Context: an optimization exercise on an open-source flow, tuned for small area, a short achievable clock period and few clock cycles per item. The choices shown serve that exercise and are no tape-out recipe. Only simulation tests tie the RTL to the original design; equivalence was not proved. Power is estimated from default activity; no workload was simulated.

**flow/config.mk**
```make
export PLATFORM = sky130hd
export DESIGN_NAME = scancode_to_char_buffer
export DESIGN_NICKNAME = scancode_to_char_buffer
export VERILOG_FILES = /design/flow/design.v
export SDC_FILE = /design/flow/constraint.sdc
export NUM_CORES = 4
export LEC_CHECK = 0
export CAP_MARGIN = 20
export CORE_MARGIN = 2
export CORE_UTILIZATION = 40
export SLEW_MARGIN = 20
```
**flow/constraint.sdc**
```tcl
create_clock -name core_clock -period 4.5 [get_ports {aclk}]
set_input_delay 0.9000 -clock core_clock [delete_from_list [all_inputs] [get_ports {aclk}]]
set_output_delay 0.9000 -clock core_clock [all_outputs]
set_load 0.01 [all_outputs]
```
**flow/design.v**
```verilog
package scb_pkg;
    localparam logic [6:0] CODE_LSHIFT = 7'h2A;
    localparam logic [6:0] CODE_RSHIFT = 7'h36;
    localparam logic [6:0] CODE_ALT    = 7'h38;
    localparam logic [2:0] REQ_SCAN  = 3'd0;
    localparam logic [2:0] REQ_READ  = 3'd1;
    localparam logic [2:0] REQ_ALT   = 3'd2;
    localparam logic [2:0] REQ_CLEAR = 3'd3;
    localparam logic [2:0] REQ_QUERY = 3'd4;
    function automatic logic [6:0] char_lookup(input logic [6:0] key, input logic shift);
        case ({shift, key})
            8'h01: char_lookup = 7'h1B;
            8'h02: char_lookup = 7'h31;
            8'h03: char_lookup = 7'h32;
            8'h04: char_lookup = 7'h33;
            8'h05: char_lookup = 7'h34;
            8'h06: char_lookup = 7'h35;
            8'h07: char_lookup = 7'h36;
            8'h08: char_lookup = 7'h37;
            8'h09: char_lookup = 7'h38;
            8'h0A: char_lookup = 7'h39;
            8'h0B: char_lookup = 7'h30;
            8'h0C: char_lookup = 7'h2D;
            8'h0D: char_lookup = 7'h3D;
            8'h0E: char_lookup = 7'h08;
            8'h0F: char_lookup = 7'h09;
            8'h10: char_lookup = 7'h71;
            8'h11: char_lookup = 7'h77;
            8'h12: char_lookup = 7'h65;
            8'h13: char_lookup = 7'h72;
            8'h14: char_lookup = 7'h74;
            8'h15: char_lookup = 7'h79;
            8'h16: char_lookup = 7'h75;
            8'h17: char_lookup = 7'h69;
            8'h18: char_lookup = 7'h6F;
            8'h19: char_lookup = 7'h70;
            8'h1A: char_lookup = 7'h5B;
            8'h1B: char_lookup = 7'h5D;
            8'h1C: char_lookup = 7'h0A;
            8'h1E: char_lookup = 7'h61;
            8'h1F: char_lookup = 7'h73;
            8'h20: char_lookup = 7'h64;
            8'h21: char_lookup = 7'h66;
            8'h22: char_lookup = 7'h67;
            8'h23: char_lookup = 7'h68;
            8'h24: char_lookup = 7'h6A;
            8'h25: char_lookup = 7'h6B;
            8'h26: char_lookup = 7'h6C;
            8'h27: char_lookup = 7'h3B;
            8'h28: char_lookup = 7'h27;
            8'h29: char_lookup = 7'h60;
            8'h2B: char_lookup = 7'h5C;
            8'h2C: char_lookup = 7'h7A;
            8'h2D: char_lookup = 7'h78;
            8'h2E: char_lookup = 7'h63;
            8'h2F: char_lookup = 7'h76;
            8'h30: char_lookup = 7'h62;
            8'h31: char_lookup = 7'h6E;
            8'h32: char_lookup = 7'h6D;
            8'h33: char_lookup = 7'h2C;
            8'h34: char_lookup = 7'h2E;
            8'h35: char_lookup = 7'h2F;
            8'h37: char_lookup = 7'h2A;
            8'h39: char_lookup = 7'h20;
            8'h48: char_lookup = 7'h26;
            8'h4A: char_lookup = 7'h2D;
            8'h4B: char_lookup = 7'h25;
            8'h4D: char_lookup = 7'h27;
            8'h4E: char_lookup = 7'h2B;
            8'h50: char_lookup = 7'h28;
            8'h81: char_lookup = 7'h1B;
            8'h82: char_lookup = 7'h21;
            8'h83: char_lookup = 7'h40;
            8'h84: char_lookup = 7'h23;
            8'h85: char_lookup = 7'h24;
            8'h86: char_lookup = 7'h25;
            8'h87: char_lookup = 7'h5E;
            8'h88: char_lookup = 7'h26;
            8'h89: char_lookup = 7'h2A;
            8'h8A: char_lookup = 7'h28;
            8'h8B: char_lookup = 7'h29;
            8'h8C: char_lookup = 7'h5F;
            8'h8D: char_lookup = 7'h2B;
            8'h8E: char_lookup = 7'h08;
            8'h8F: char_lookup = 7'h09;
            8'h90: char_lookup = 7'h51;
            8'h91: char_lookup = 7'h57;
            8'h92: char_lookup = 7'h45;
            8'h93: char_lookup = 7'h52;
            8'h94: char_lookup = 7'h54;
            8'h95: char_lookup = 7'h59;
            8'h96: char_lookup = 7'h55;
            8'h97: char_lookup = 7'h49;
            8'h98: char_lookup = 7'h4F;
            8'h99: char_lookup = 7'h50;
            8'h9A: char_lookup = 7'h7B;
            8'h9B: char_lookup = 7'h7D;
            8'h9C: char_lookup = 7'h0A;
            8'h9E: char_lookup = 7'h41;
            8'h9F: char_lookup = 7'h53;
            8'hA0: char_lookup = 7'h44;
            8'hA1: char_lookup = 7'h46;
            8'hA2: char_lookup = 7'h47;
            8'hA3: char_lookup = 7'h48;
            8'hA4: char_lookup = 7'h4A;
            8'hA5: char_lookup = 7'h4B;
            8'hA6: char_lookup = 7'h4C;
            8'hA7: char_lookup = 7'h3A;
            8'hA8: char_lookup = 7'h22;
            8'hA9: char_lookup = 7'h7E;
            8'hAB: char_lookup = 7'h7C;
            8'hAC: char_lookup = 7'h5A;
            8'hAD: char_lookup = 7'h58;
            8'hAE: char_lookup = 7'h43;
            8'hAF: char_lookup = 7'h56;
            8'hB0: char_lookup = 7'h42;
            8'hB1: char_lookup = 7'h4E;
            8'hB2: char_lookup = 7'h4D;
            8'hB3: char_lookup = 7'h3C;
            8'hB4: char_lookup = 7'h3E;
            8'hB5: char_lookup = 7'h3F;
            8'hB7: char_lookup = 7'h2A;
            8'hB9: char_lookup = 7'h20;
            8'hCA: char_lookup = 7'h2D;
            8'hCE: char_lookup = 7'h2B;
            default: char_lookup = 7'h00;
        endcase
    endfunction
endpackage
import scb_pkg::*;
module scancode_to_char_buffer (
    input  logic        aclk,
    input  logic        aresetn,
    input  logic        s_tvalid,
    output logic        s_tready,
    input  logic [15:0] s_tdata,
    input  logic [2:0]  s_tuser,
    output logic        m_tvalid,
    input  logic        m_tready,
    output logic [15:0] m_tdata
);
    logic       q_valid;
    logic [2:0] q_kind;
    logic [7:0] q_code;
    logic [6:0] q_kidx;
    logic         shift_reg, alt_reg;
    logic [127:0] keymap;
    logic [7:0]   wptr, rptr;
    logic [6:0]   ring [0:255];
    logic [6:0]   head;
    logic        out_valid, skid_valid;
    logic [10:0] out_data, skid_data;
    logic e_fire;
    assign e_fire   = q_valid && !skid_valid;
    assign s_tready = !q_valid || !skid_valid;
    logic [6:0] key;
    logic       brk, is_shift, is_alt;
    logic       k_scan, k_read, k_alt, k_clear, k_query;
    assign key      = q_code[6:0];
    assign brk      = q_code[7];
    assign is_shift = (key == CODE_LSHIFT) || (key == CODE_RSHIFT);
    assign is_alt   = (key == CODE_ALT);
    assign k_scan   = (q_kind == REQ_SCAN);
    assign k_read   = (q_kind == REQ_READ);
    assign k_alt    = (q_kind == REQ_ALT);
    assign k_clear  = (q_kind == REQ_CLEAR);
    assign k_query  = (q_kind == REQ_QUERY);
    logic       empty, full;
    logic [7:0] wptr_inc, rptr_inc;
    logic       wr, rd, adv;
    logic [6:0] wchar;
    assign empty    = (rptr == wptr);
    assign wptr_inc = wptr + 8'd1;
    assign rptr_inc = rptr + 8'd1;
    assign full     = (wptr_inc == rptr);
    assign wr       = e_fire && k_scan && !brk && !is_shift && !is_alt;
    assign rd       = e_fire && k_read && !empty;
    assign adv      = rd || (wr && full);
    assign wchar    = scb_pkg::char_lookup(key, shift_reg);
    logic [10:0] res;
    always_comb begin
        res = '0;
        if (k_read && !empty) begin
            res[6:0] = head;
            res[7]   = 1'b1;
        end
        res[8]  = k_alt && alt_reg;
        res[9]  = k_query && keymap[q_kidx];
        res[10] = k_scan && !brk && is_alt;
    end
    always_ff @(posedge aclk) begin
        if (s_tready) begin
            q_kind <= s_tuser;
            q_code <= s_tdata[7:0];
            q_kidx <= s_tdata[14:8];
        end
        if (wr) ring[wptr] <= wchar;
        if (adv) head <= ring[rptr_inc];
        else if (wr && empty) head <= wchar;
        if (skid_valid) begin
            if (m_tready) out_data <= skid_data;
        end else if (!out_valid || m_tready) begin
            out_data <= res;
        end
        if (!skid_valid) skid_data <= res;
    end
    always_ff @(posedge aclk) begin
        if (!aresetn) begin
            q_valid    <= 1'b0;
            shift_reg  <= 1'b0;
            alt_reg    <= 1'b0;
            keymap     <= '0;
            wptr       <= '0;
            rptr       <= '0;
            out_valid  <= 1'b0;
            skid_valid <= 1'b0;
        end else begin
            if (s_tready) q_valid <= s_tvalid;
            if (e_fire) begin
                if (k_scan) begin
                    keymap[key] <= !brk;
                    if (is_shift) shift_reg <= !brk;
                    if (is_alt && !brk) alt_reg <= 1'b1;
                end
                if (k_alt) alt_reg <= 1'b0;
            end
            if (e_fire && k_clear) begin
                wptr <= '0;
                rptr <= '0;
            end else begin
                if (wr) wptr <= wptr_inc;
                if (adv) rptr <= rptr_inc;
            end
            if (skid_valid) begin
                if (m_tready) skid_valid <= 1'b0;
            end else if (!out_valid || m_tready) begin
                out_valid <= e_fire;
            end else if (e_fire) begin
                skid_valid <= 1'b1;
            end
        end
    end
    assign m_tvalid = out_valid;
    assign m_tdata  = {4'b0, out_data[10:7], 1'b0, out_data[6:0]};
endmodule
```
**flow/run.sh**
```bash
#!/bin/bash
# synth_recipe.tcl (not shown) runs the flow's synth.tcl, then flattens the netlist and writes it again
# the make line also repeats each setting of config.mk as NAME=value (left out here)
make -C /OpenROAD-flow-scripts/flow DESIGN_CONFIG=/design/flow/config.mk WORK_HOME=/design/flow/orfs CLKGATE_MAP_FILE= SYNTH_SCRIPT=/design/flow/synth_recipe.tcl finish
```
==> notes.md <==
-- area by class of cell --
type	count	area, sq um	share of cell area
Inverter	26	104	0.00111
Timing Repair Buffer	463	4110	0.0439
Clock inverter	116	1160	0.0124
Sequential cell	1988	58200	0.622
Tap cell	2656	3320	0.0355
Multi-Input combinational cell	2346	21200	0.227
Clock buffer	262	5470	0.0584
-- layer usage --
layer,routed length (microns),track usage,vias to the layer above
met5,13,0,-
met4,6190,0.0616,2
met3,17000,0.0411,340
met2,98100,0.314,1831
met1,90400,0.295,23656
li1,-,-,19335
-- synth_stat cells (all sizes together) (6+ instances only) --
cell type	n	area share
clkbuf	140	0.0065
or4	7	0.00065
xor2	13	0.0014
dfxtp	149	0.037
mux2	21	0.0029
a22oi	138	0.013
a221oi	7	0.00076
and2	13	0.0010
a2111oi	6	0.00065
inv	25	0.0012
a21oi	93	0.0058
and3	8	0.00062
nor4	11	0.00085
a32oi	20	0.0022
o22ai	7	0.00054
nor2b	19	0.0015
nand3	116	0.0072
or3	16	0.0012
nor3	44	0.0044
or2	7	0.00054
o211ai	14	0.0013
o31ai	9	0.00084
a31oi	16	0.0012
nor2	454	0.021
buf	172	0.011
mux4	456	0.13
xnor2	21	0.0024
nand2	459	0.021
ha	20	0.0031
a211oi	26	0.0025
mux2i	106	0.013
a311oi	30	0.0033
edfxtp	1839	0.69
nand4	58	0.0045
nand2b	12	0.00093
o21ai	39	0.0024
-- cells by family (layout without fill, tap and decap cells) --
group	Yosys count	after routing	synth area share
flip-flops	1988	1988	0.722
AND/OR/NAND/NOR	1241	1241	0.0679
multiplexers	583	583	0.144
AO/OA/AOI/OAI	463	463	0.0410
buffers and inverters	338	867	0.0184
XOR/XNOR	34	34	0.00379
adder cells (fa/ha/maj)	20	20	0.00310
other	1	5	0.0000465
-- how the worst max path moves through the flow --
stage / start / to / slack [ns]
final: rptr[1] / head[3] / 0.35
after global routing: rptr[1] / head[3] / 0.42
after CTS: rptr[1] / head[3] / 0.53
after detailed placement: rptr[1] / head[3] / 0.53
after global placement: rptr[1] / head[3] / 0.55
after floorplan: q_code[0] / ring[0][1] / -2.98
-- power by group --
part	switching (uW)	internal (uW)
sequential	26.8	20400
combinational	799	220
clock	7120	9680
-- critical path: stages, from the launching register on --
cell and delay (ns):
dfxtp_1 0.53, ha_4 0.29, nand3_1 0.16, buf_4 0.22
xnor2_2 0.30, buf_4 0.35, nand2_1 0.12, buf_4 0.22
o211ai_1 0.58, o22ai_1 0.32, a311oi_1 0.57, a211oi_1 0.20
-- cells in the final DEF (no fill, tap or decap), types with 92 or more instances in the layout --
master	instances
buf_4	385
nand3_1	116
nand2_1	459
mux4_2	456
mux2i_1	106
nor2_1	442
a21oi_1	92
dfxtp_1	148
a22oi_1	138
clkbuf_16	208
edfxtp_1	1839
-- through the flow --
stage / std cells / setup TNS (ns) / hold WS, ns / worst slack (ns)
global placement: 7479 / 0 / 0.464 / 0.554
floorplan: 4672 / -3592.59 / 0.450 / -2.98
detailed placement: 7479 / 0 / 0.467 / 0.527
global route: 7857 / 0 / 0.514 / 0.415
finish: 7857 / 0 / 0.474 / 0.353
CTS: 7857 / 0 / 0.476 / 0.526
==> results.py <==
metrics = {
    "critical_path": {
        "path_max_fanout": 10,
        "rr_endpoint": "head[3]",
        "r2r-start": "rptr[1]",
        "critPathCaptureType": "flip-flop",
        "crit_arrival_ns": 4.71,
        "rrSetupSlack_ns": 0.35,
        "crit_type": "reg2reg",
        "cp-start-kind": "flip-flop",
        "worst-endpoint-required_ns": 5.06,
        "reg2reg_depth": 11,
    },
    "yosys": {
        "synth-edff-count": 1839,
        "ys_ff_latch": 1988,
        "synth.distinct_cells": 83,
        "yosys_warnings": 1,
        "synthFlopType": "edfxtp_1",
        "yosysSeqAreaShare": 0.722,
        "syn_area_per_cell_sq_um": 17.3,
        "syn_inst": 4668,
        "syn_area_sq_um": 80600,
        "async_flop_share": 0,
    },
    "placed_design": {
        "placed_area_sq_um": 86900,
        "hpwlAfterDp_microns": 132000,
        "routabilityCongestion": 0.867,
        "io_buffers": 34,
    },
    "power_and_ir_drop": {
        "p_leak_uw": 0.0291,
        "power_uw": 38300,
        "max-vdd-ir-drop_uv": 396,
        "power_density_nw_per_um2": 409,
    },
    "final_layout": {
        "drive_above_1_share": 0.243,
        "reg.largest.list": "ring: 1792 flops, keymap: 128 flops",
        "finish.utilization": 0.468,
        "antennaDiodeCount": 0,
        "fin_area_sq_um": 93600,
        "filler_cell_count": 16874,
        "largest_register": "ring",
        "num-nets-final": 5072,
        "syn2layout_area_growth_pct": 16.1,
        "largest_register_ff_count": 1792,
    },
    "route": {
        "drc": 0,
        "dr.first_iter.drc_count": 5113,
        "ant_nets": 0,
        "post_drt_wl_per_cell_microns": 26.9,
        "totalWireLength_microns": 212000,
        "vias": 45164,
        "viasPerCell": 5.75,
        "first_pass_iters": 7,
    },
    "timing": {
        "rsz0062_at_grt": "false",
        "period_share": 0.922,
        "slew_headroom": 0.242,
        "maxSlewViolCount": 0,
        "tightest_slew_ns": 1.11,
        "setup_viol": 0,
        "hold_viol": 0,
        "fin_crit_ns": 4.15,
        "clock_skew_ns": 0.0434,
        "timing.fmax_mhz": 241,
    },
    "global_routing": {
        "grt_use_total": 0.205,
        "grt_pass1_wl_microns": 309000,
        "grt_pass1_vias": 44738,
        "grt_overflow": 0,
        "antenna_found_initial": 3,
        "grt_max_degree": 138,
    },
    "cts": {
        "cts_buffer_depth": 3,
        "insertion_delay_ns": 0.85,
        "cts.sinks": 1988,
        "cts_setup_buffers": 0,
        "cts_made_buffers": 204,
        "root_buffer": "clkbuf_16",
        "hold_buffers": 0,
        "cts_resized": 0,
        "clk_pin_slew_ns": 0.07,
        "h-tree-depth": 4,
        "cts_tree": "done",
    },
    "floorplan": {
        "die_area_sq_um": 205000,
        "rows": 164,
        "die_h_microns": 453,
        "die_w_microns": 453,
        "io_pins": 41,
        "start_util": 0.403,
        "core_sq_um": 200000,
    },
    "run": {
        "drv_cap": 0,
    },
    "min_path": {
        "hold_class": "reg2reg",
        "hold_start": "keymap[44]",
        "worstHoldPathCells": 2,
        "min_to": "keymap[44]",
    },
    "outcome": {
        "status": "timing/DRC/antenna clean",
    },
}
Testbench counts, summed over its fixed seeds: cycles 16,016, items 16,000.

## static timing again, ports no longer ideal
The flow's constraints put no driver on any port. The routed layout listed below was extracted and timed again, unchanged, in two steps.
Step 1 sets driving cells, clkbuf_16 on the clock port and buf_2 on the other inputs (assumed; they add their load-dependent delay and slew).
Step 2 adds t to the input delays and takes it off the output delays; t is the mean of the earliest and latest rising clock arrival at the registers after step 1. Input paths then give back, and output paths get back, about the clock's delay inside the block.
Slacks: ideal ports / drivers / drivers and shift; pairs: ideal ports / drivers.
t (ns): 0.913
slack for setup (ns): 0.353 / 0.353 / 0.353
cell pins on the clock port's net: 1
After both steps this run still meets setup and hold. The setup slack of this run moves by 0.000 ns with the drivers and by 0.000 ns with both steps.
